What follows belongs to an exercise in optimizing a design on an open flow for small area, a short achievable clock period and few clock cycles per item; a production flow would make more cautious choices.
In this exercise RTL edits were held to simulation tests only and were not proved equivalent to the original.

## flow/design.v (module list and top-level ports; edited modules follow where they fit)
// module compass_heading_hard_iron_cal: 1437 lines
module compass_heading_hard_iron_cal (
  input  logic               clk,
  input  logic               rst,
  input  logic               sample_valid,
  output logic               sample_ready,
  input  logic [1:0]         action,
  input  logic signed [15:0] mag_x,
  input  logic signed [15:0] mag_y,
  input  logic signed [15:0] mag_z,
  output logic               result_valid,
  input  logic               result_ready,
  output logic [8:0]         heading_deg,
  output logic signed [15:0] offset_x,
  output logic signed [15:0] offset_y,
  output logic signed [15:0] offset_z
);
  // ...
==> flow/run.sh <==
#!/bin/bash
# synth_recipe.tcl (not shown) runs the flow's synth.tcl, then flattens the netlist and writes it again
# the make line also repeats each setting of config.mk as NAME=value (left out here)
make -C /OpenROAD-flow-scripts/flow DESIGN_CONFIG=/design/flow/config.mk WORK_HOME=/design/flow/orfs CLKGATE_MAP_FILE= SYNTH_SCRIPT=/design/flow/synth_recipe.tcl finish
==> flow/config.mk <==
export PLATFORM = sky130hd
export DESIGN_NAME = compass_heading_hard_iron_cal
export DESIGN_NICKNAME = compass_heading_hard_iron_cal
export VERILOG_FILES = /design/flow/design.v
export SDC_FILE = /design/flow/constraint.sdc
export NUM_CORES = 4
export LEC_CHECK = 0
export CAP_MARGIN = 10
export CORE_MARGIN = 2
export CORE_UTILIZATION = 68
export CTS_CLUSTER_DIAMETER = 75
export CTS_CLUSTER_SIZE = 27
export SETUP_SLACK_MARGIN = 5
export SLEW_MARGIN = 10
==> flow/constraint.sdc <==
create_clock -name core_clock -period 9.0 [get_ports {clk}]
set_input_delay 1.8000 -clock core_clock [delete_from_list [all_inputs] [get_ports {clk}]]
set_output_delay 1.8000 -clock core_clock [all_outputs]
set_load 0.01 [all_outputs]
==> impl_metrics.env, run 1 <==
export IMPL_outcome="finished clean"
export IMPL_synth_compound_area_share_pct=15.8
export IMPL_ys_ff_latch=1553
export IMPL_vias=69800
export IMPL_ff2ff_setup_slack_ps=5060
export IMPL_cp_data_required_time_ps=9680
export IMPL_rr_worst_depth=15
export IMPL_wl_met1_um=100000
export IMPL_tap_cells=1755
export IMPL_hold_violations=0
export IMPL_yosysMostFrequentCell="dfxtp_1"
export IMPL_met3_usage_pct=4.02
export IMPL_grt_overflow=0
export IMPL_dpl_worst_slack_ps=3830
export IMPL_setup_worst_path_class="register to register"
export IMPL_cpPeakStageDelay_ps=370
export IMPL_synth_top_family_by_area="compound AO/OA/AOI/OAI gates"
export IMPL_n_antenna_cell=13
export IMPL_dr_pass1_iters=5
export IMPL_endpoint="offset_y[3]$_SDFFE_PP0P_"
export IMPL_mostFrequentLayoutCell="dfxtp_1"
export IMPL_cp_end_kind="register"
export IMPL_hold_buffers=0
export IMPL_clock_area_share_pct=3.53
export IMPL_grt_util_all_layers_pct=33.6
export IMPL_fin_skew_ps=26.6
export IMPL_fillers=9709
export IMPL_synth_fp_nets=10600
export IMPL_critPathSlowestCell="nor4_4"
export IMPL_ys_top_cells_by_count="dfxtp_1 (1382), xnor2_1 (989), ha_1 (938), a21oi_1 (694), nor2_1 (674)"
export IMPL_netlist_area_leader_share_pct=30.9
export IMPL_die_area_mm2=0.135
export IMPL_maxSlewViolCount=0
export IMPL_gp_congestion=0.973
export IMPL_finalSetupViolCount=0
Testbench counts, summed over its fixed seeds: cycles 7,428, items 7,200.
==> run 2, diff against run 1 <==
--- a/flow/design.v
+++ b/flow/design.v
@@ -53,16 +53,17 @@
       end
     end
   end
   logic [16:0] s0_x0;
   logic signed [16:0] s0_y0;
   logic [0:0] s0_g1;
   logic [0:0] s0_g2;
   logic [0:0] s0_zr0;
+  logic [0:0] s0_cal;
   logic [0:0] s1_r0_neg;
   logic [0:0] s1_r0_p;
   logic signed [42:0] s1_r0_xf;
   logic signed [42:0] s1_r0_yf;
   logic signed [42:0] s1_r0_ys;
   logic [43:0] s1_r0_xt;
   logic [16:0] s1_r0_xn;
   logic signed [42:0] s1_r0_xs;
@@ -430,19 +431,20 @@
   logic [24:0] s16_e;
   logic [24:0] s16_sa;
   logic [24:0] s16_sb;
   logic [24:0] s16_a;
   logic [8:0] s16_ah;
   logic [8:0] s16_code;
   assign s0_x0 = mag_y[15] ? -{1'b1, mag_y} : {1'b0, mag_y};
   assign s0_y0 = mag_y[15] ? {mag_x[15], mag_x} : -{mag_x[15], mag_x};
-  assign s0_g2 = (mag_y == 16'd0);
-  assign s0_g1 = s0_g2 ? mag_x[15] : !mag_y[15];
-  assign s0_zr0 = s0_g2 || (mag_x == 16'd0);
+  assign s0_g2 = (action != 2'd0) ? (action == 2'd2) : (mag_y == 16'd0);
+  assign s0_g1 = (action != 2'd0) ? (action == 2'd1) : ((mag_y == 16'd0) ? mag_x[15] : !mag_y[15]);
+  assign s0_zr0 = (action != 2'd0) || (mag_y == 16'd0) || (mag_x == 16'd0);
+  assign s0_cal = (action != 2'd0);
   assign s1_r0_neg = p1_Y[16];
   assign s1_r0_p = !p1_zf && !s1_r0_neg;
   assign s1_r0_xf = {2'd0, p1_X, 24'd0};
   assign s1_r0_yf = {{2{p1_Y[16]}}, p1_Y, 24'd0};
   assign s1_r0_ys = s1_r0_yf >>> 0;
   assign s1_r0_xt = {s1_r0_xf, 1'b1} + {s1_r0_ys ^ {43{s1_r0_neg}}, s1_r0_neg};
   assign s1_r0_xn = s1_r0_xt[41:25];
   assign s1_r0_xs = s1_r0_xf >>> 0;
@@ -807,149 +809,142 @@
   assign s15_r15_zf = s15_r14_zf || (s15_r14_yn == 28'd0);
   assign s15_r15_zi = s15_r14_zf ? s15_r14_zi : 4'd11;
   assign s15_r15_p = !s15_r15_zf && !s15_r15_neg;
   assign s16_e = p16_p15 ? 25'd230 : ((p16_zf && !p16_zfa) ? 25'd115 : 25'd0);
   assign s16_sa = p16_ra ^ p16_rb ^ s16_e;
   assign s16_sb = {((p16_ra & p16_rb) | (p16_ra & s16_e) | (p16_rb & s16_e)), 1'b0};
   assign s16_a = s16_sa + s16_sb;
   assign s16_ah = s16_a[24:16];
-  always_comb begin
-    case (p16_tag)
-      2'd0:    s16_code = s16_ah;
-      2'd1:    s16_code = 9'd200;
-      2'd3:    s16_code = 9'd201;
-      default: s16_code = 9'd0;
-    endcase
-  end
+  assign s16_code = p16_cal ? (s16_ah[8] ? 9'd201 : (s16_ah[1] ? 9'd200 : 9'd0)) : s16_ah;
   logic [0:0] p1_v;
-  logic [1:0] p1_tag;
+  logic [0:0] p1_cal;
   logic [16:0] p1_X;
   logic signed [16:0] p1_Y;
   logic [0:0] p1_g1;
   logic [0:0] p1_g2;
   logic [0:0] p1_zf;
   logic [0:0] p2_v;
-  logic [1:0] p2_tag;
+  logic [0:0] p2_cal;
   logic [16:0] p2_X;
   logic signed [15:0] p2_Y;
   logic [0:0] p2_g1;
   logic [0:0] p2_g2;
   logic [0:0] p2_zf;
   logic [0:0] p2_p0;
   logic [0:0] p3_v;
-  logic [1:0] p3_tag;
+  logic [0:0] p3_cal;
   logic [17:0] p3_X;
   logic signed [16:0] p3_Y;
   logic [0:0] p3_g1;
   logic [0:0] p3_g2;
   logic [0:0] p3_zf;
   logic [0:0] p3_p0;
   logic [0:0] p3_p1;
   logic [0:0] p3_zi;
   logic [0:0] p4_v;
-  logic [1:0] p4_tag;
+  logic [0:0] p4_cal;
   logic [19:0] p4_X;
   logic signed [17:0] p4_Y;
   logic [0:0] p4_g1;
   logic [0:0] p4_g2;
   logic [0:0] p4_zf;
   logic [0:0] p4_p0;
   logic [0:0] p4_p1;
   logic [0:0] p4_p2;
   logic [1:0] p4_zi;
   logic [0:0] p5_v;
-  logic [1:0] p5_tag;
+  logic [0:0] p5_cal;
   logic [22:0] p5_X;
   logic signed [19:0] p5_Y;
   logic [0:0] p5_g1;
   logic [0:0] p5_g2;
   logic [0:0] p5_zf;
   logic [0:0] p5_p0;
   logic [0:0] p5_p1;
   logic [0:0] p5_p2;
   logic [0:0] p5_p3;
   logic [1:0] p5_zi;
   logic [0:0] p6_v;
-  logic [1:0] p6_tag;
+  logic [0:0] p6_cal;
   logic [26:0] p6_X;
   logic signed [23:0] p6_Y;
   logic [0:0] p6_g1;
   logic [0:0] p6_g2;
   logic [0:0] p6_zf;
   logic [0:0] p6_p0;
   logic [0:0] p6_p1;
   logic [0:0] p6_p2;
   logic [0:0] p6_p3;
   logic [0:0] p6_p4;
   logic [2:0] p6_zi;
   logic [0:0] p7_v;
-  logic [1:0] p7_tag;
+  logic [0:0] p7_cal;
   logic [31:0] p7_X;
   logic signed [27:0] p7_Y;
   logic [0:0] p7_g1;
   logic [0:0] p7_g2;
   logic [0:0] p7_zf;
   logic [0:0] p7_p0;
   logic [0:0] p7_p1;
   logic [0:0] p7_p2;
   logic [0:0] p7_p3;
   logic [0:0] p7_p4;
   logic [0:0] p7_p5;
   logic [2:0] p7_zi;
   logic [0:0] p8_v;
-  logic [1:0] p8_tag;
+  logic [0:0] p8_cal;
   logic [37:0] p8_X;
   logic signed [32:0] p8_Y;
   logic [0:0] p8_g1;
   logic [0:0] p8_g2;
   logic [0:0] p8_zf;
   logic [0:0] p8_p0;
   logic [0:0] p8_p1;
   logic [0:0] p8_p2;
   logic [0:0] p8_p3;
   logic [0:0] p8_p4;
   logic [0:0] p8_p5;
   logic [0:0] p8_p6;
   logic [2:0] p8_zi;
   logic [0:0] p9_v;
-  logic [1:0] p9_tag;
+  logic [0:0] p9_cal;
   logic [40:0] p9_X;
   logic signed [34:0] p9_Y;
   logic [0:0] p9_g1;
   logic [0:0] p9_g2;
   logic [0:0] p9_zf;
   logic [0:0] p9_p0;
   logic [0:0] p9_p1;
   logic [0:0] p9_p2;
   logic [0:0] p9_p3;
   logic [0:0] p9_p4;
   logic [0:0] p9_p5;
   logic [0:0] p9_p6;
   logic [0:0] p9_p7;
   logic [2:0] p9_zi;
   logic [0:0] p10_v;
-  logic [1:0] p10_tag;
+  logic [0:0] p10_cal;
   logic [40:0] p10_X;
   logic signed [33:0] p10_Y;
   logic [0:0] p10_g1;
   logic [0:0] p10_g2;
   logic [0:0] p10_zf;
   logic [0:0] p10_p0;
   logic [0:0] p10_p1;
   logic [0:0] p10_p2;
   logic [0:0] p10_p3;
   logic [0:0] p10_p4;
   logic [0:0] p10_p5;
   logic [0:0] p10_p6;
   logic [0:0] p10_p7;
   logic [0:0] p10_p8;
   logic [2:0] p10_zi;
   logic [0:0] p11_v;
-  logic [1:0] p11_tag;
+  logic [0:0] p11_cal;
   logic [40:0] p11_X;
   logic signed [32:0] p11_Y;
   logic [0:0] p11_g1;
   logic [0:0] p11_g2;
   logic [0:0] p11_zf;
   logic [0:0] p11_p0;
   logic [0:0] p11_p1;
   logic [0:0] p11_p2;
@@ -957,17 +952,17 @@
   logic [0:0] p11_p4;
   logic [0:0] p11_p5;
   logic [0:0] p11_p6;
   logic [0:0] p11_p7;
   logic [0:0] p11_p8;
   logic [0:0] p11_p9;
   logic [2:0] p11_zi;
   logic [0:0] p12_v;
-  logic [1:0] p12_tag;
+  logic [0:0] p12_cal;
   logic [40:0] p12_X;
   logic signed [31:0] p12_Y;
   logic [0:0] p12_g1;
   logic [0:0] p12_g2;
   logic [0:0] p12_zf;
   logic [0:0] p12_p0;
   logic [0:0] p12_p1;
   logic [0:0] p12_p2;
@@ -976,17 +971,17 @@
   logic [0:0] p12_p5;
   logic [0:0] p12_p6;
   logic [0:0] p12_p7;
   logic [0:0] p12_p8;
   logic [0:0] p12_p9;
   logic [0:0] p12_p10;
   logic [3:0] p12_zi;
   logic [0:0] p13_v;
-  logic [1:0] p13_tag;
+  logic [0:0] p13_cal;
   logic [40:0] p13_X;
   logic signed [30:0] p13_Y;
   logic [0:0] p13_g1;
   logic [0:0] p13_g2;
   logic [0:0] p13_zf;
   logic [0:0] p13_p0;
   logic [0:0] p13_p1;
   logic [0:0] p13_p2;
@@ -996,17 +991,17 @@
   logic [0:0] p13_p6;
   logic [0:0] p13_p7;
   logic [0:0] p13_p8;
   logic [0:0] p13_p9;
   logic [0:0] p13_p10;
   logic [0:0] p13_p11;
   logic [3:0] p13_zi;
   logic [0:0] p14_v;
-  logic [1:0] p14_tag;
+  logic [0:0] p14_cal;
   logic [40:0] p14_X;
   logic signed [29:0] p14_Y;
   logic [0:0] p14_g1;
   logic [0:0] p14_g2;
   logic [0:0] p14_zf;
   logic [0:0] p14_p0;
   logic [0:0] p14_p1;
   logic [0:0] p14_p2;
@@ -1017,17 +1012,17 @@
   logic [0:0] p14_p7;
   logic [0:0] p14_p8;
   logic [0:0] p14_p9;
   logic [0:0] p14_p10;
   logic [0:0] p14_p11;
   logic [0:0] p14_p12;
   logic [3:0] p14_zi;
   logic [0:0] p15_v;
-  logic [1:0] p15_tag;
+  logic [0:0] p15_cal;
   logic [40:0] p15_X;
   logic signed [28:0] p15_Y;
   logic [0:0] p15_g1;
   logic [0:0] p15_g2;
   logic [0:0] p15_zf;
   logic [0:0] p15_p0;
   logic [0:0] p15_p1;
   logic [0:0] p15_p2;
@@ -1039,152 +1034,151 @@
   logic [0:0] p15_p8;
   logic [0:0] p15_p9;
   logic [0:0] p15_p10;
   logic [0:0] p15_p11;
   logic [0:0] p15_p12;
   logic [0:0] p15_p13;
   logic [3:0] p15_zi;
   logic [0:0] p16_v;
-  logic [1:0] p16_tag;
+  logic [0:0] p16_cal;
   logic [0:0] p16_zf;
   logic [0:0] p16_p15;
   logic [3:0] p16_zi;
   logic [0:0] p16_zfa;
   logic [24:0] p16_ra;
   logic [24:0] p16_rb;
   logic [0:0] p17_v;
-  logic [1:0] p17_tag;
   logic [8:0] p17_code;
   always_ff @(posedge clk) begin
     if (rst) p1_v <= 1'b0; else p1_v <= in_fire;
-    p1_tag <= action;
+    p1_cal <= s0_cal;
     p1_X <= s0_x0;
     p1_Y <= s0_y0;
     p1_g1 <= s0_g1;
     p1_g2 <= s0_g2;
     p1_zf <= s0_zr0;
     if (rst) p2_v <= 1'b0; else p2_v <= p1_v;
-    p2_tag <= p1_tag;
+    p2_cal <= p1_cal;
     p2_X <= s1_r0_xn;
     p2_Y <= s1_r0_yn;
     p2_g1 <= p1_g1;
     p2_g2 <= p1_g2;
     p2_zf <= p1_zf;
     p2_p0 <= s1_r0_p;
     if (rst) p3_v <= 1'b0; else p3_v <= p2_v;
-    p3_tag <= p2_tag;
+    p3_cal <= p2_cal;
     p3_X <= s2_r1_xn;
     p3_Y <= s2_r1_yn;
     p3_g1 <= p2_g1;
     p3_g2 <= p2_g2;
     p3_zf <= s2_r1_zf;
     p3_p0 <= p2_p0;
     p3_p1 <= s2_r1_p;
     p3_zi <= s2_r1_zi;
     if (rst) p4_v <= 1'b0; else p4_v <= p3_v;
-    p4_tag <= p3_tag;
+    p4_cal <= p3_cal;
     p4_X <= s3_r2_xn;
     p4_Y <= s3_r2_yn;
     p4_g1 <= p3_g1;
     p4_g2 <= p3_g2;
     p4_zf <= s3_r2_zf;
     p4_p0 <= p3_p0;
     p4_p1 <= p3_p1;
     p4_p2 <= s3_r2_p;
     p4_zi <= s3_r2_zi;
     if (rst) p5_v <= 1'b0; else p5_v <= p4_v;
-    p5_tag <= p4_tag;
+    p5_cal <= p4_cal;
     p5_X <= s4_r3_xn;
     p5_Y <= s4_r3_yn;
     p5_g1 <= p4_g1;
     p5_g2 <= p4_g2;
     p5_zf <= s4_r3_zf;
     p5_p0 <= p4_p0;
     p5_p1 <= p4_p1;
     p5_p2 <= p4_p2;
     p5_p3 <= s4_r3_p;
     p5_zi <= s4_r3_zi;
     if (rst) p6_v <= 1'b0; else p6_v <= p5_v;
-    p6_tag <= p5_tag;
+    p6_cal <= p5_cal;
     p6_X <= s5_r4_xn;
     p6_Y <= s5_r4_yn;
     p6_g1 <= p5_g1;
     p6_g2 <= p5_g2;
     p6_zf <= s5_r4_zf;
     p6_p0 <= p5_p0;
     p6_p1 <= p5_p1;
     p6_p2 <= p5_p2;
     p6_p3 <= p5_p3;
     p6_p4 <= s5_r4_p;
     p6_zi <= s5_r4_zi;
     if (rst) p7_v <= 1'b0; else p7_v <= p6_v;
-    p7_tag <= p6_tag;
+    p7_cal <= p6_cal;
     p7_X <= s6_r5_xn;
     p7_Y <= s6_r5_yn;
     p7_g1 <= p6_g1;
     p7_g2 <= p6_g2;
     p7_zf <= s6_r5_zf;
     p7_p0 <= p6_p0;
     p7_p1 <= p6_p1;
     p7_p2 <= p6_p2;
     p7_p3 <= p6_p3;
     p7_p4 <= p6_p4;
     p7_p5 <= s6_r5_p;
     p7_zi <= s6_r5_zi;
     if (rst) p8_v <= 1'b0; else p8_v <= p7_v;
-    p8_tag <= p7_tag;
+    p8_cal <= p7_cal;
     p8_X <= s7_r6_xn;
     p8_Y <= s7_r6_yn;
     p8_g1 <= p7_g1;
     p8_g2 <= p7_g2;
     p8_zf <= s7_r6_zf;
     p8_p0 <= p7_p0;
     p8_p1 <= p7_p1;
     p8_p2 <= p7_p2;
     p8_p3 <= p7_p3;
     p8_p4 <= p7_p4;
     p8_p5 <= p7_p5;
     p8_p6 <= s7_r6_p;
     p8_zi <= s7_r6_zi;
     if (rst) p9_v <= 1'b0; else p9_v <= p8_v;
-    p9_tag <= p8_tag;
+    p9_cal <= p8_cal;
     p9_X <= s8_r7_xn;
     p9_Y <= s8_r7_yn;
     p9_g1 <= p8_g1;
     p9_g2 <= p8_g2;
     p9_zf <= s8_r7_zf;
     p9_p0 <= p8_p0;
     p9_p1 <= p8_p1;
     p9_p2 <= p8_p2;
     p9_p3 <= p8_p3;
     p9_p4 <= p8_p4;
     p9_p5 <= p8_p5;
     p9_p6 <= p8_p6;
     p9_p7 <= s8_r7_p;
     p9_zi <= s8_r7_zi;
     if (rst) p10_v <= 1'b0; else p10_v <= p9_v;
-    p10_tag <= p9_tag;
+    p10_cal <= p9_cal;
     p10_X <= s9_r8_xn;
     p10_Y <= s9_r8_yn;
     p10_g1 <= p9_g1;
     p10_g2 <= p9_g2;
     p10_zf <= p9_zf;
     p10_p0 <= p9_p0;
     p10_p1 <= p9_p1;
     p10_p2 <= p9_p2;
     p10_p3 <= p9_p3;
     p10_p4 <= p9_p4;
     p10_p5 <= p9_p5;
     p10_p6 <= p9_p6;
     p10_p7 <= p9_p7;
     p10_p8 <= s9_r8_p;
     p10_zi <= p9_zi;
     if (rst) p11_v <= 1'b0; else p11_v <= p10_v;
-    p11_tag <= p10_tag;
+    p11_cal <= p10_cal;
     p11_X <= s10_r9_xn;
     p11_Y <= s10_r9_yn;
     p11_g1 <= p10_g1;
     p11_g2 <= p10_g2;
     p11_zf <= p10_zf;
     p11_p0 <= p10_p0;
     p11_p1 <= p10_p1;
     p11_p2 <= p10_p2;
@@ -1192,17 +1186,17 @@
     p11_p4 <= p10_p4;
     p11_p5 <= p10_p5;
     p11_p6 <= p10_p6;
     p11_p7 <= p10_p7;
     p11_p8 <= p10_p8;
     p11_p9 <= s10_r9_p;
     p11_zi <= p10_zi;
     if (rst) p12_v <= 1'b0; else p12_v <= p11_v;
-    p12_tag <= p11_tag;
+    p12_cal <= p11_cal;
     p12_X <= s11_r10_xn;
     p12_Y <= s11_r10_yn;
     p12_g1 <= p11_g1;
     p12_g2 <= p11_g2;
     p12_zf <= s11_r10_zf;
     p12_p0 <= p11_p0;
     p12_p1 <= p11_p1;
     p12_p2 <= p11_p2;
@@ -1211,17 +1205,17 @@
     p12_p5 <= p11_p5;
     p12_p6 <= p11_p6;
     p12_p7 <= p11_p7;
     p12_p8 <= p11_p8;
     p12_p9 <= p11_p9;
     p12_p10 <= s11_r10_p;
     p12_zi <= s11_r10_zi;
     if (rst) p13_v <= 1'b0; else p13_v <= p12_v;
-    p13_tag <= p12_tag;
+    p13_cal <= p12_cal;
     p13_X <= s12_r11_xn;
     p13_Y <= s12_r11_yn;
     p13_g1 <= p12_g1;
     p13_g2 <= p12_g2;
     p13_zf <= p12_zf;
     p13_p0 <= p12_p0;
     p13_p1 <= p12_p1;
     p13_p2 <= p12_p2;
@@ -1231,17 +1225,17 @@
     p13_p6 <= p12_p6;
     p13_p7 <= p12_p7;
     p13_p8 <= p12_p8;
     p13_p9 <= p12_p9;
     p13_p10 <= p12_p10;
     p13_p11 <= s12_r11_p;
     p13_zi <= p12_zi;
     if (rst) p14_v <= 1'b0; else p14_v <= p13_v;
-    p14_tag <= p13_tag;
+    p14_cal <= p13_cal;
     p14_X <= s13_r12_xn;
     p14_Y <= s13_r12_yn;
     p14_g1 <= p13_g1;
     p14_g2 <= p13_g2;
     p14_zf <= p13_zf;
     p14_p0 <= p13_p0;
     p14_p1 <= p13_p1;
     p14_p2 <= p13_p2;
@@ -1252,17 +1246,17 @@
     p14_p7 <= p13_p7;
     p14_p8 <= p13_p8;
     p14_p9 <= p13_p9;
     p14_p10 <= p13_p10;
     p14_p11 <= p13_p11;
     p14_p12 <= s13_r12_p;
     p14_zi <= p13_zi;
     if (rst) p15_v <= 1'b0; else p15_v <= p14_v;
-    p15_tag <= p14_tag;
+    p15_cal <= p14_cal;
     p15_X <= s14_r13_xn;
     p15_Y <= s14_r13_yn;
     p15_g1 <= p14_g1;
     p15_g2 <= p14_g2;
     p15_zf <= s14_r13_zf;
     p15_p0 <= p14_p0;
     p15_p1 <= p14_p1;
     p15_p2 <= p14_p2;
@@ -1274,25 +1268,24 @@
     p15_p8 <= p14_p8;
     p15_p9 <= p14_p9;
     p15_p10 <= p14_p10;
     p15_p11 <= p14_p11;
     p15_p12 <= p14_p12;
     p15_p13 <= s14_r13_p;
     p15_zi <= s14_r13_zi;
     if (rst) p16_v <= 1'b0; else p16_v <= p15_v;
-    p16_tag <= p15_tag;
+    p16_cal <= p15_cal;
     p16_zf <= s15_r15_zf;
     p16_p15 <= s15_r15_p;
     p16_zi <= s15_r15_zi;
     p16_zfa <= s15_r14_zf;
     p16_ra <= s15_ra;
     p16_rb <= s15_rb;
     if (rst) p17_v <= 1'b0; else p17_v <= p16_v;
-    p17_tag <= p16_tag;
     p17_code <= s16_code;
   end
   logic [8:0]    q_out;
   logic [8:0]    q_0;
   logic [8:0]    q_1;
   logic [8:0]    q_2;
   logic [8:0]    q_3;
   logic [8:0]    q_4;
==> flow/config.mk (replaced) <==
export PLATFORM = sky130hd
export DESIGN_NAME = compass_heading_hard_iron_cal
export DESIGN_NICKNAME = compass_heading_hard_iron_cal
export VERILOG_FILES = /design/flow/design.v
export SDC_FILE = /design/flow/constraint.sdc
export NUM_CORES = 4
export LEC_CHECK = 0
export CAP_MARGIN = 20
export CORE_MARGIN = 2
export CORE_UTILIZATION = 65
export CTS_CLUSTER_DIAMETER = 70
export CTS_CLUSTER_SIZE = 25
export SETUP_SLACK_MARGIN = 5
export SLEW_MARGIN = 20
==> run 2 against run 1 <==
Against the previous run: still clean on timing, DRC and antenna; utilization decreased by 2.3 points; hold slack improved by 1.9 ps; first-iteration DRC count decreased by 13%; highest routed layer is now met5.
==> impl_metrics.env, run 2 <==
export IMPL_outcome="finished clean"
export IMPL_grt_pass1_vias=66500
export IMPL_wl_met3_um=14000
export IMPL_vias=69100
export IMPL_port_buffer_count=112
export IMPL_drive_above_1_share_pct=6.10
export IMPL_dpl_worst_slack_ps=3540
export IMPL_clk_path_buf_depth=3
export IMPL_die_y_um=374
export IMPL_cp_data_required_time_ps=9660
export IMPL_cts_buffers=102
export IMPL_rsz0062_at_grt="yes"
export IMPL_path_clk_slew_ps=90
export IMPL_dr_pass1_iters=5
export IMPL_whs_path_depth=0
export IMPL_yosys_top_cells_area="dfxtp_1 (31%), ha_1 (13%), xnor2_1 (9.5%)"
export IMPL_min_delay_path_class="register to register"
export IMPL_fin_skew_ps=49.8
export IMPL_ys_top_cells_by_count="dfxtp_1 (1366), xnor2_1 (967), ha_1 (938), nor2_1 (737), a21oi_1 (596)"
export IMPL_wire_per_inst_um=20.3
export IMPL_dp_hpwl_um=179000
export IMPL_wl_met1_um=99400
export IMPL_dp_cells=11200
export IMPL_synth_fp_nets=10500
export IMPL_fillers=10300
export IMPL_synthArstFlopShare_pct=0
export IMPL_avgSynthCellArea_um2=9.42
export IMPL_detail_route_antenna_nets=0
export IMPL_maxSlewViolCount=0
export IMPL_grt_max_degree=122
export IMPL_max_freq_mhz=256
export IMPL_routed_wl_um=233000
export IMPL_fin_cells=11500
export IMPL_crit_fanout=26
export IMPL_drv_cap=0
export IMPL_area_delta_synth_final_pct=9.85
export IMPL_cts_root_buf="clkbuf_16"
export IMPL_grt_util_all_layers_pct=31.9
export IMPL_gp_congestion=0.981
export IMPL_die_area_mm2=0.140
export IMPL_layout_setup_ws_ps=5090
export IMPL_maxSlewHeadroom_pct=27.3
export IMPL_layout_common_cells="dfxtp_1 (1343), xnor2_1 (962), ha_1 (921), nor2_1 (731), a21oi_1 (582)"
export IMPL_post_route_min_period_ps=3910
export IMPL_rr_worst_depth=15
export IMPL_clock_latency_ps=770
export IMPL_cts_tree="built"
export IMPL_start_util_pct=65.6
export IMPL_dieWidth_um=374
export IMPL_multi_input_area_mm2=0.0551
export IMPL_clock_sinks=1537
export IMPL_yosysMostFrequentCell="dfxtp_1"
export IMPL_cts_max_level=3
export IMPL_syn_area_mm2=0.0891
export IMPL_setup_tns_final_ps=0
export IMPL_top_layer="met5"
export IMPL_grt_overflow=0
export IMPL_first_iter_violations=5138
export IMPL_syn_instance_count=9457
export IMPL_ys_ff_latch=1537
export IMPL_ys_flop_type="dfxtp_1"
export IMPL_netlist_area_leader_share_pct=30.7
export IMPL_rows=135
export IMPL_finalSetupViolCount=0
export IMPL_critPathSlowestCell="dfxtp_4"
export IMPL_nets=10600
export IMPL_hold_violations=0
export IMPL_synth_edf_count=171
export IMPL_regArea_mm2=0.0325
export IMPL_io_pins=113
export IMPL_crit_arrival_ps=4570
export IMPL_critical_path_cell_chain="buf_8 -> xnor2_1 -> ha_1 -> nor2b_1 -> o21ai_0 -> a21oi_1 -> o41ai_4 -> o31ai_1 -> buf_4 -> a221oi_2 -> o31a_1 -> o21ai_0 -> a31o_2 -> a21oi_1 -> xor2_1"
export IMPL_grt_pass1_wl_um=360000
export IMPL_antenna_found_initial=5
export IMPL_setup_worst_path_class="register to register"
export IMPL_yosysTopAreaCell="dfxtp_1"
export IMPL_mostFrequentLayoutCell="dfxtp_1"
export IMPL_ys_warn_count=1
export IMPL_synth_cell_types=104
export IMPL_start_kind="register"
export IMPL_worst_pin_slew_ps=1090
export IMPL_wl_met2_um=111000
export IMPL_fin_crit_sh_pct=43.5
export IMPL_ys_seq_area_share_pct=36.5
export IMPL_viasPerCell=6.03
export IMPL_drc=0
export IMPL_utilization_pct=72.1
export IMPL_cpPeakStageDelay_ps=520
export IMPL_cp_end_kind="register"
export IMPL_hold_buffers=0
export IMPL_core_mm2=0.136
## run 2: layer usage
metal | vias to the layer above | global-route usage (%)
met5 | - | 0
met4 | 4 | 12.0
met3 | 488 | 4.20
met2 | 2197 | 54.5
met1 | 32700 | 41.0
li1 | 33600 | -
## run 2: cells by family (layout without fill, tap and decap cells)
logic type | Yosys count | after routing | share of synthesized area, %
XOR/XNOR | 1546 | 1546 | 15.2
multiplexers | 153 | 153 | 1.80
adder cells (fa/ha/maj) | 998 | 998 | 14.5
AO/OA/AOI/OAI | 2101 | 2102 | 15.5
flip-flops | 1537 | 1537 | 36.5
buffers and inverters | 653 | 865 | 2.86
AND/OR/NAND/NOR | 2468 | 2468 | 13.6
other | 1 | 5 | 0.00421
## run 2: per-stage QoR
stage                     instance area [um2]  hold slack [ps]
final                                   97900              320
after global routing                    97900              323
after CTS                               96400              325
after detailed placement                91900              312
after global placement                  91900              310
after floorplan                         89200              310
## run 2: path summary, 6_finish.rpt
path,startpoint,endpoint,slack (ps)
min reg2reg,p14_p7$_DFF_P_,p15_p7$_DFF_P_,320
max,p14_Y[29]$_DFF_P_,p15_Y[28]$_DFF_P_,5090
min,p14_p7$_DFF_P_,p15_p7$_DFF_P_,320
max reg2reg,p14_Y[29]$_DFF_P_,p15_Y[28]$_DFF_P_,5090
## run 2: worst max-delay path, delay by kind of cell (launching register included)
family | cells | cell delay (ps)
xor gates and xnor gates | 2 | 350
and+or+nand+nor | 1 | 140
DFF | 1 | 520
AOI/OAI and AO/OA | 9 | 2030
buffers and inverters | 2 | 470
adders and majority gates | 1 | 280
## run 2: cell type report
cell class | count | share of cell area, %
Antenna cell | 4 | 0.0102
Clock buffer | 108 | 2.66
Clock inverter | 81 | 1.13
Inverter | 429 | 1.65
Multi-Input combinational cell | 7268 | 56.3
Sequential cell | 1537 | 33.2
Tap cell | 1781 | 2.28
Timing Repair Buffer | 247 | 2.73
## run 2: repair_timing
item | CTS | global route
gates resized for setup | 117 | 166
pin swaps | 13 | 33
setup buffers | 23 | 70
setup endpoints to repair | 346 | 281
gates cloned | 2 | 4
Testbench counts of run 2, summed over its fixed seeds: cycles 7,428, items 7,200.
==> run 3, diff against run 2 <==
--- a/flow/config.mk
+++ b/flow/config.mk
@@ -6,5 +6,5 @@
 export NUM_CORES = 4
 export LEC_CHECK = 0
-export CAP_MARGIN = 20
+export CAP_MARGIN = 0
 export CORE_MARGIN = 2
 export CORE_UTILIZATION = 65
@@ -12,3 +12,3 @@
 export CTS_CLUSTER_SIZE = 25
 export SETUP_SLACK_MARGIN = 5
-export SLEW_MARGIN = 20
+export SLEW_MARGIN = 0
==> run 3 against run 2 <==
Against the previous run: wire length about the same; clock-buffer cell count unchanged; still clean on timing, DRC and antenna; critical path depth did not move; critical endpoint unchanged; worst setup slack barely moved; utilization about the same; largest cell class unchanged; sequential share of layout area hardly changed.
==> impl_metrics.env, run 3 <==
export IMPL_outcome="finished clean"
export IMPL_die_y_um=374
export IMPL_detail_route_antenna_nets=0
export IMPL_vias=69100
export IMPL_start_util_pct=65.6
export IMPL_multi_input_area_mm2=0.0551
export IMPL_fin_crit_sh_pct=43.5
export IMPL_ys_flop_type="dfxtp_1"
export IMPL_area_delta_synth_final_pct=9.84
export IMPL_drive_above_1_share_pct=6.09
export IMPL_dieWidth_um=374
export IMPL_synth_cell_types=104
export IMPL_clk_path_buf_depth=3
export IMPL_cts_max_level=3
export IMPL_dr_pass1_iters=6
export IMPL_ys_ff_latch=1537
export IMPL_avgSynthCellArea_um2=9.42
export IMPL_grt_pass1_vias=66500
export IMPL_path_clk_slew_ps=90
export IMPL_antenna_found_initial=5
export IMPL_rows=135
export IMPL_cp_end_kind="register"
export IMPL_netlist_area_leader_share_pct=30.7
export IMPL_ys_top_cells_by_count="dfxtp_1 (1366), xnor2_1 (967), ha_1 (938), nor2_1 (737), a21oi_1 (596)"
export IMPL_crit_fanout=26
export IMPL_post_route_min_period_ps=3910
export IMPL_yosysTopAreaCell="dfxtp_1"
export IMPL_crit_arrival_ps=4570
export IMPL_first_iter_violations=5146
export IMPL_regArea_mm2=0.0325
export IMPL_fin_cells=11500
export IMPL_setup_tns_final_ps=0
export IMPL_maxSlewHeadroom_pct=21.3
export IMPL_ys_seq_area_share_pct=36.5
export IMPL_synthArstFlopShare_pct=0
export IMPL_grt_pass1_wl_um=360000
export IMPL_die_area_mm2=0.140
export IMPL_wl_met2_um=111000
export IMPL_start_kind="register"
export IMPL_clock_latency_ps=760
export IMPL_drc=0
export IMPL_routed_wl_um=233000
export IMPL_syn_instance_count=9457
export IMPL_cts_tree="built"
export IMPL_cp_data_required_time_ps=9660
export IMPL_fillers=10300
export IMPL_nets=10600
export IMPL_wire_per_inst_um=20.3
export IMPL_io_pins=113
export IMPL_setup_worst_path_class="register to register"
export IMPL_dp_hpwl_um=179000
export IMPL_worst_pin_slew_ps=1180
export IMPL_ys_warn_count=1
export IMPL_grt_max_degree=122
export IMPL_rsz0062_at_grt="yes"
export IMPL_cts_root_buf="clkbuf_16"
export IMPL_min_delay_path_class="register to register"
export IMPL_max_freq_mhz=256
export IMPL_drv_cap=0
export IMPL_layout_common_cells="dfxtp_1 (1343), xnor2_1 (962), ha_1 (921), nor2_1 (732), a21oi_1 (582)"
export IMPL_hold_violations=0
export IMPL_core_mm2=0.136
export IMPL_wl_met3_um=14100
export IMPL_synth_edf_count=171
export IMPL_synth_fp_nets=10500
export IMPL_layout_setup_ws_ps=5090
export IMPL_dpl_worst_slack_ps=3540
export IMPL_dp_cells=11200
export IMPL_viasPerCell=6.03
export IMPL_ff2ff_setup_slack_ps=5090
export IMPL_fin_skew_ps=47.0
export IMPL_port_buffer_count=112
export IMPL_gp_congestion=0.981
export IMPL_utilization_pct=72.1
export IMPL_top_layer="met5"
export IMPL_wl_met1_um=99200
export IMPL_grt_overflow=0
export IMPL_maxSlewViolCount=0
export IMPL_yosysMostFrequentCell="dfxtp_1"
export IMPL_syn_area_mm2=0.0891
export IMPL_yosys_top_cells_area="dfxtp_1 (31%), ha_1 (13%), xnor2_1 (9.5%)"
export IMPL_grt_util_all_layers_pct=31.9
export IMPL_finalSetupViolCount=0
export IMPL_clock_sinks=1537
export IMPL_hold_buffers=0
export IMPL_mostFrequentLayoutCell="dfxtp_1"
export IMPL_cts_buffers=102
[run 3: cell counts after synthesis]
No cell type changed its count.
[run 3: critical path: stages, from the launching register on]
cell	delay [ps]
dfxtp_4	520
buf_8	290
xnor2_1	160
ha_1	280
nor2b_1	140
o21ai_0	240
a21oi_1	210
o41ai_4	360
o31ai_1	140
buf_4	180
a221oi_2	350
o31a_1	190
o21ai_0	130
a31o_2	250
a21oi_1	160
xor2_1	190
[run 3: repair_timing]
action,CTS,global route
pin swaps,13,33
setup endpoints to repair,346,281
resized for setup,117,166
cloned,2,4
setup buffers,23,70
[run 3: cell type report]
class,count,area share [%]
Tap cell,1781,2.28
Timing Repair Buffer,247,2.73
Inverter,429,1.65
Antenna cell,4,0.0102
Multi-Input combinational cell,7268,56.3
Clock buffer,108,2.66
Clock inverter,81,1.13
Sequential cell,1537,33.2
[run 3: logic make-up after synthesis]
logic type | Yosys count | share of synthesized area, %
simple gates | 2468 | 13.6
fa+ha+maj | 998 | 14.5
xor+xnor | 1546 | 15.2
flops | 1537 | 36.5
other cells | 1 | 0.00421
mux | 153 | 1.80
compound gates | 2101 | 15.5
buf+inv | 653 | 2.86
[run 3: path summary, 6_finish.rpt]
kind	from	endpoint	depth (start not counted)
max	p14_Y[29]$_DFF_P_	p15_Y[28]$_DFF_P_	15
min	p14_p7$_DFF_P_	p15_p7$_DFF_P_	0
max reg2reg	p14_Y[29]$_DFF_P_	p15_Y[28]$_DFF_P_	15
min reg2reg	p14_p7$_DFF_P_	p15_p7$_DFF_P_	0
[run 3: metal layers]
layer	vias up	track usage [%]
met5	-	0
li1	33600	-
met2	2238	54.5
met1	32800	41.0
met3	481	4.20
met4	4	12.0
[run 3: through the flow]
| stage | area, um2 | hold slack [ps] |
|---|---|---|
| final | 97900 | 320 |
| after global routing | 97900 | 323 |
| after CTS | 96400 | 325 |
| after detailed placement | 91900 | 312 |
| after global placement | 91900 | 310 |
| after floorplan | 89200 | 310 |
==> run 4, diff against run 3 <==
--- a/flow/config.mk
+++ b/flow/config.mk
@@ -6,9 +6,9 @@
 export NUM_CORES = 4
 export LEC_CHECK = 0
-export CAP_MARGIN = 0
+export CAP_MARGIN = 20
 export CORE_MARGIN = 2
 export CORE_UTILIZATION = 65
-export CTS_CLUSTER_DIAMETER = 70
-export CTS_CLUSTER_SIZE = 25
+export CTS_CLUSTER_DIAMETER = 80
+export CTS_CLUSTER_SIZE = 30
 export SETUP_SLACK_MARGIN = 5
-export SLEW_MARGIN = 0
+export SLEW_MARGIN = 20
==> run 4 against run 3 <==
Against the previous run: clock-buffer cell count fell by 18; design area shrank 0.83%; register-to-register slack about the same.
==> impl_metrics.env, run 4 <==
export IMPL_io_pins=113
export IMPL_routed_wl_um=232000
export IMPL_cp_end_kind="register"
export IMPL_area_delta_synth_final_pct=8.93
export IMPL_fin_skew_ps=39.7
export IMPL_dieWidth_um=374
export IMPL_synth_top_family_by_area="compound AO/OA/AOI/OAI gates"
export IMPL_first_iter_violations=5401
export IMPL_yosysTopAreaCell="dfxtp_1"
export IMPL_drive_above_1_share_pct=5.57
export IMPL_synthXorXnorAreaFrac_pct=15.2
export IMPL_grt_overflow=0
export IMPL_avgSynthCellArea_um2=9.42
export IMPL_rsz0062_at_grt="yes"
export IMPL_ys_flop_type="dfxtp_1"
export IMPL_clock_sinks=1537
export IMPL_cp_depth=17
export IMPL_cts_max_level=3
export IMPL_core_mm2=0.136
export IMPL_grt_max_degree=122
export IMPL_ys_top_cells_by_count="dfxtp_1 (1366), xnor2_1 (967), ha_1 (938), nor2_1 (737), a21oi_1 (596)"
export IMPL_outcome="finished clean"
export IMPL_post_route_min_period_ps=3930
export IMPL_viasPerCell=6.04
export IMPL_rr_worst_depth=17
export IMPL_worst_pin_slew_ps=1090
export IMPL_yosys_top_cells_area="dfxtp_1 (31%), ha_1 (13%), xnor2_1 (9.5%)"
export IMPL_start_kind="register"
export IMPL_path_delay_family="simple AND/OR/NAND/NOR gates"
export IMPL_cts_tree="built"
export IMPL_netlist_area_leader_share_pct=30.7
export IMPL_vias=69000
export IMPL_crit_fanout=3
export IMPL_path_clk_slew_ps=100
export IMPL_cp_data_required_time_ps=9700
export IMPL_dp_hpwl_um=179000
export IMPL_hold_buffers=0
export IMPL_detail_route_antenna_nets=0
export IMPL_mostFrequentLayoutCell="dfxtp_1"
export IMPL_grt_util_all_layers_pct=31.8
export IMPL_antenna_found_initial=6
export IMPL_syn_instance_count=9457
export IMPL_setup_worst_path_class="register to register"
export IMPL_dp_cells=11200
export IMPL_crit_arrival_ps=4620
export IMPL_critical_path_cell_chain="ha_2 -> fa_2 -> a21oi_4 -> o21ai_2 -> a2111oi_2 -> buf_4 -> nor4_1 -> o21ai_1 -> a31o_2 -> and2_4 -> ha_2 -> and3_4 -> nand2_2 -> nor2_2 -> nand4_1 -> or4_1 -> nand3_1"
export IMPL_layout_common_cells="dfxtp_1 (1344), xnor2_1 (962), ha_1 (922), nor2_1 (730), a21oi_1 (585)"
export IMPL_critPathSlowestCell="or4_1"
export IMPL_synthArstFlopShare_pct=0
export IMPL_nets=10600
export IMPL_min_delay_path_class="register to register"
export IMPL_cts_buffers=82
export IMPL_ys_seq_area_share_pct=36.5
export IMPL_synth_fp_nets=10500
export IMPL_drv_cap=0
export IMPL_dr_pass1_iters=6
export IMPL_cts_root_buf="clkbuf_16"
export IMPL_fin_crit_sh_pct=43.6
export IMPL_port_buffer_count=112
export IMPL_critPathMostFrequentCell="ha_2"
export IMPL_whs_path_depth=0
export IMPL_setup_tns_final_ps=0
export IMPL_grt_pass1_wl_um=358000
export IMPL_cpPeakStageDelay_ps=550
export IMPL_synth_cell_types=104
export IMPL_die_area_mm2=0.140
export IMPL_synth_mux_area_share_pct=1.80
export IMPL_crit_buf_inv=1
export IMPL_drc=0
export IMPL_clock_latency_ps=750
export IMPL_maxSlewViolCount=0
export IMPL_maxSlewHeadroom_pct=27.1
export IMPL_synth_edf_count=171
export IMPL_rows=135
export IMPL_grt_pass1_vias=66200
export IMPL_yosysMostFrequentCell="dfxtp_1"
export IMPL_start_util_pct=65.6
export IMPL_gp_congestion=0.981
export IMPL_ys_warn_count=1
export IMPL_finalSetupViolCount=0
export IMPL_wire_per_inst_um=20.3
export IMPL_clk_path_buf_depth=3
export IMPL_fin_cells=11400
export IMPL_ys_ff_latch=1537
export IMPL_synth_fa_ha_area_share_pct=14.5
export IMPL_die_y_um=374
export IMPL_synth_compound_area_share_pct=15.5
export IMPL_syn_area_mm2=0.0891
export IMPL_max_freq_mhz=255
export IMPL_fillers=10500
export IMPL_hold_violations=0
export IMPL_synth_simple_area_share_pct=13.6
-- run 4: per-layer routing --
metal | up-vias | share of wire (%) | routed length, um | GRT usage, %
met1 | 32900 | 43 | 99700 | 41.0
met5 | - | 0.013 | 31 | 0
li1 | 33600 | - | - | -
met4 | 6 | 3.8 | 8750 | 12.0
met2 | 2060 | 48 | 110000 | 54.5
met3 | 474 | 5.8 | 13400 | 3.84
-- run 4: path summary, 6_finish.rpt --
kind,from,to,slack [ps]
worst min-delay path,p2_p0$_DFF_P_,p3_p0$_DFF_P_,330
worst max-delay path,mx_y[0]$_SDFFE_PP0P_,pe_y[15]$_SDFFE_PP0P_,5070
worst max register to register,mx_y[0]$_SDFFE_PP0P_,pe_y[15]$_SDFFE_PP0P_,5070
worst min register to register,p2_p0$_DFF_P_,p3_p0$_DFF_P_,330
-- run 4: area by class of cell --
| cell class | instances | area, um2 | area share, % |
|---|---|---|---|
| clock buffers | 90 | 2090 | 2.16 |
| diodes | 4 | 10.0 | 0.0103 |
| clock inverters | 63 | 932 | 0.960 |
| well taps | 1781 | 2230 | 2.30 |
| flip-flops and latches | 1537 | 32500 | 33.5 |
| multi-input cells | 7268 | 55000 | 56.6 |
| inverters | 429 | 1620 | 1.67 |
| repair buffers | 243 | 2660 | 2.74 |
-- run 4: repair_timing --
| item | CTS | global route |
|---|---|---|
| endpoints found under the setup margin | 340 | 277 |
| resized for setup | 115 | 153 |
| buffers inserted | 27 | 61 |
| pin swaps | 13 | 36 |
| gates cloned | 2 | 5 |
-- run 4: logic make-up (layout without fill, tap and decap cells) --
| group | after synthesis | count (layout) |
|---|---|---|
| AOI/OAI and AO/OA | 2101 | 2101 |
| xor gates and xnor gates | 1546 | 1546 |
| adders and majority gates | 998 | 998 |
| buffers and inverters | 653 | 825 |
| DFF | 1537 | 1537 |
| muxes | 153 | 153 |
| other | 1 | 5 |
| and+or+nand+nor | 2468 | 2469 |
-- run 4: per-stage QoR --
step	area, um2	hold slack (ps)	utilization, %	setup WS, ps
after global placement	91900	310	67.6	3500
final	97100	327	71.5	5070
after detailed placement	91900	312	67.6	3540
after global routing	97000	333	71.5	4840
after floorplan	89200	310	-	5020
after CTS	95700	328	70.5	4820

[re-timing with driven ports]
No port has a modelled driver above. Below, the same layouts with a new extraction and two added sets of constraints. Step 1, drivers: a clkbuf_16 drives clk and a buf_2 each remaining input, both assumed. Step 2 adds t to the input delays and takes it off the output delays; t is the mean of the earliest and latest rising clock arrival at the registers after step 1. Input paths then give back, and output paths get back, about the clock's delay inside the block. a / b / c = ideal ports / drivers / drivers and shift; a / b = the first two.
run | shift t [ns] | setup WS [ns] | slew at the worst register clock pin (ns)
run 1 | 0.817 | 5.058 / 5.058 / 4.250 | 0.11 / 0.11
run 2 | 0.831 | 5.088 / 5.088 / 4.329 | 0.10 / 0.10
run 3 | 0.829 | 5.088 / 5.088 / 4.329 | 0.10 / 0.10
run 4 | 0.810 | 5.074 / 5.074 / 4.362 | 0.11 / 0.11
After both steps every run listed still meets setup and hold. The setup slack of run 1, which loses most, moves by 0.000 ns with the drivers and by -0.808 ns with both steps.
